This design comes from an exercise in tuning for small area, a short achievable clock period and few clock cycles per item on the open sky130 flow, not from production work.
In this exercise RTL edits were held to simulation tests only and were not proved equivalent to the original.

## v45
## decimal_text_to_int_parser
module decimal_text_to_int_parser (
	input  wire logic  clk,
	input  wire logic  arst_n,
	input  wire logic  cfg_we,
	input  wire logic  cfg_wdata,
	input  wire logic        in_valid,
	output logic             in_ready,
	input  wire logic [7:0]  in_char,
	input  wire logic        in_last,
	output logic             out_valid,
	input  wire logic        out_ready,
	output logic [31:0]      out_value
);
Settings: LEC_CHECK=0, CAP_MARGIN=20, CORE_MARGIN=2, CORE_UTILIZATION=40, SLEW_MARGIN=20; clock period 10.0 ns.
standard.sh (not shown) runs the stock make flow with config.mk's settings and CLKGATE_MAP_FILE= SYNTH_SCRIPT=/design/flow/synth_recipe.tcl, a recipe that flattens the netlist after the stock synthesis.
==> flow/flow/run.sh <==
#!/bin/bash
set -euo pipefail
MARGIN=$(cat flow/margin.txt)
sed "s/\"\\\${@:-finish}\"/SETUP_SLACK_MARGIN=${MARGIN} \"\${@:-finish}\"/" standard.sh > standard_margin.sh
grep -q "SETUP_SLACK_MARGIN=${MARGIN}" standard_margin.sh
bash standard_margin.sh > flow_make.log 2>&1
==> flow/flow/margin.txt <==
6.7
Every stage of the flow completed for v45, and the final layout passed the timing, design-rule and antenna checks.
Testbench counts of v45, summed over its fixed seeds: cycles 15,027, strings 2,400.
> inputs changed (v45 -> v3)
Settings: CTS_BUF_LIST newly set to sky130_fd_sc_hd__clkbuf_2 sky130_fd_sc_hd__clkbuf_4 sky130_fd_sc_hd__clkbuf_8; CORE_UTILIZATION changed from 40 to 20.
==> flow/flow/run.sh <==
#!/bin/bash
set -euo pipefail
MARGIN=$(cat flow/margin.txt)
export BUFFER_PORTS_ARGS="-buffer_cell sky130_fd_sc_hd__buf_1"
sed "s/\"\\\${@:-finish}\"/SETUP_SLACK_MARGIN=${MARGIN} \"\${@:-finish}\"/" standard.sh > standard_margin.sh
grep -q "SETUP_SLACK_MARGIN=${MARGIN}" standard_margin.sh
bash standard_margin.sh > flow_make.log 2>&1
==> flow/flow/margin.txt <==
5.3
--- outcome ---
- Compared with v45, v3 improves setup slack.
- For vias after detailed routing, dividing the value from v45 by the value from v3 gives 1.12.
- Signed area change from the synthesized netlist to the final layout: v45 and v3 compared, lower one is v3
- Post-layout net count for v3: 11% down relative to v45
- Min detailed-route wire length across v45 and v3: v3
- v3 vs v45 on core utilization: v3 is the lower one.
Input-level comparison between v40 and v3:
Settings: PLACE_DENSITY: unset -> 0.8; CORE_UTILIZATION: 20 -> 65; SETUP_SLACK_MARGIN: unset -> 5; CTS_BUF_LIST: sky130_fd_sc_hd__clkbuf_2 sky130_fd_sc_hd__clkbuf_4 sky130_fd_sc_hd__clkbuf_8 -> unset.
==> flow/run.sh (new file) <==
#!/bin/bash
# synth_recipe.tcl (not shown) runs the flow's synth.tcl, then flattens the netlist and writes it again
# the make line also repeats each setting of config.mk as NAME=value (left out here)
make -C /OpenROAD-flow-scripts/flow DESIGN_CONFIG=/design/flow/config.mk WORK_HOME=/design/flow/orfs CLKGATE_MAP_FILE= SYNTH_SCRIPT=/design/flow/synth_recipe.tcl finish
removed: flow/flow/run.sh
removed: flow/flow/margin.txt
removed: flow/standard.sh
### Flow results
Wire: v40 routes less than v3. From v3 to v40 the numbers moved as follows: final area now sits lower, initial cell density of the core moved up, via count of the routed design grew by 251, die span in x fell by about 44%. Going from v3 to v40, multi-input combinational cell area shows a reduction of 1.1%, sequential share of layout area shows an increase of 0.66 points, utilization after layout shows an increase of 52 points.
Edits applied to the flow inputs when going from v40 to v27:
Settings: CORE_UTILIZATION: 65 -> 40; CTS_BUF_LIST: unset -> sky130_fd_sc_hd__clkbuf_2 sky130_fd_sc_hd__clkbuf_4 sky130_fd_sc_hd__clkbuf_8; PLACE_DENSITY: 0.8 -> unset; SETUP_SLACK_MARGIN: 5 -> 4.5.
==> flow/flow/run.sh (new file) <==
#!/bin/bash
# Own flow: the standard layout, run by standard.sh unchanged (same synthesis, steps and
# settings from config.mk), except that the port buffers global placement inserts are
# sky130_fd_sc_hd__buf_1 rather than the delay cell buffer_ports picks by itself.
# make's full output goes to flow_make.log here; each ORFS step also logs under orfs/logs.
set -euo pipefail
export BUFFER_PORTS_ARGS="-buffer_cell sky130_fd_sc_hd__buf_1"
bash standard.sh > flow_make.log 2>&1
==> flow/standard.sh (new file) <==
#!/bin/bash
# synth_recipe.tcl (not shown) runs the flow's synth.tcl, then flattens the netlist and writes it again
# the make line also repeats each setting of config.mk as NAME=value (left out here)
make -C /OpenROAD-flow-scripts/flow DESIGN_CONFIG=/design/flow/config.mk WORK_HOME=/design/flow/orfs CLKGATE_MAP_FILE= SYNTH_SCRIPT=/design/flow/synth_recipe.tcl "${@:-finish}"
removed: flow/run.sh
==> comparison <==
v27 finished every stage and its layout cleared the timing, design-rule and antenna checks.
v27 vs v40, global-route wire length before repair went down by 480 um.
v40 → v27: total wire length went down by about 1%, worst path setup slack after routing went down by 290 ps, post-route fraction of the period consumed by the critical path went up by 2.9 points, multi-input combinational cell area went down by 1.0%.
## Diff of input files: v32 against v27
Settings: a deleted SETUP_SLACK_MARGIN that had been 4.5; a change of CORE_UTILIZATION from 40 to 30.
==> flow/flow/run.sh <==
#!/bin/bash
set -euo pipefail
MARGIN=$(cat flow/margin.txt)
export BUFFER_PORTS_ARGS="-buffer_cell sky130_fd_sc_hd__buf_1"
sed "s/\"\\\${@:-finish}\"/SETUP_SLACK_MARGIN=${MARGIN} \"\${@:-finish}\"/" standard.sh > standard_margin.sh
grep -q "SETUP_SLACK_MARGIN=${MARGIN}" standard_margin.sh
bash standard_margin.sh > flow_make.log 2>&1
==> flow/flow/margin.txt (new file) <==
5.3
Notes after the runs:
- The reg-to-reg setup timing slack number comes out higher for v32 vs v27.
- Of the two candidates, v27 has the better die area and v32 the worse one.
- The standard cells in v32 occupy more silicon area than those in v27 do.
- [compare] base=v27 new=v32: met3 capacity usage during global routing went down 1.0 points; number of ports placed on the die boundary essentially unchanged.

-- port drivers added, routing unchanged --
In the flow no input, the clock included, has a driving cell. The finished layouts below were timed again as built, in two steps.
Step 1 (the two cells are an assumption about what drives the block):
set clk [get_ports {clk}]
set_driving_cell -lib_cell sky130_fd_sc_hd__clkbuf_16 $clk
set_driving_cell -lib_cell sky130_fd_sc_hd__buf_2 [delete_from_list [all_inputs] $clk]
Step 2 times the ports against the registers' clock, not the clock port: input delays grow and output delays shrink by t, the midpoint of the rising clock arrivals with the driver on.
a / b / c = ideal ports / drivers / drivers and shift; a / b = the first two.
run	t, ns	slack for setup (ns)	worst hold slack (ns)	worst register clock-pin slew, ns
v45	0.380	5.378 / 5.378 / 5.378	0.496 / 0.496 / 0.496	0.06 / 0.06
v3	0.415	5.420 / 5.419 / 5.038	0.482 / 0.482 / 0.482	0.09 / 0.09
v40	0.378	5.106 / 5.106 / 4.872	0.463 / 0.463 / 0.463	0.06 / 0.06
v27	0.416	4.820 / 4.820 / 4.820	0.471 / 0.471 / 0.471	0.09 / 0.09
v32	0.405	5.423 / 5.423 / 5.244	0.478 / 0.478 / 0.478	0.08 / 0.08
After both steps setup and hold are still met in every run listed. For v3, which loses most, drivers alone change the setup slack by -0.001 ns; drivers and shift together by -0.382 ns.
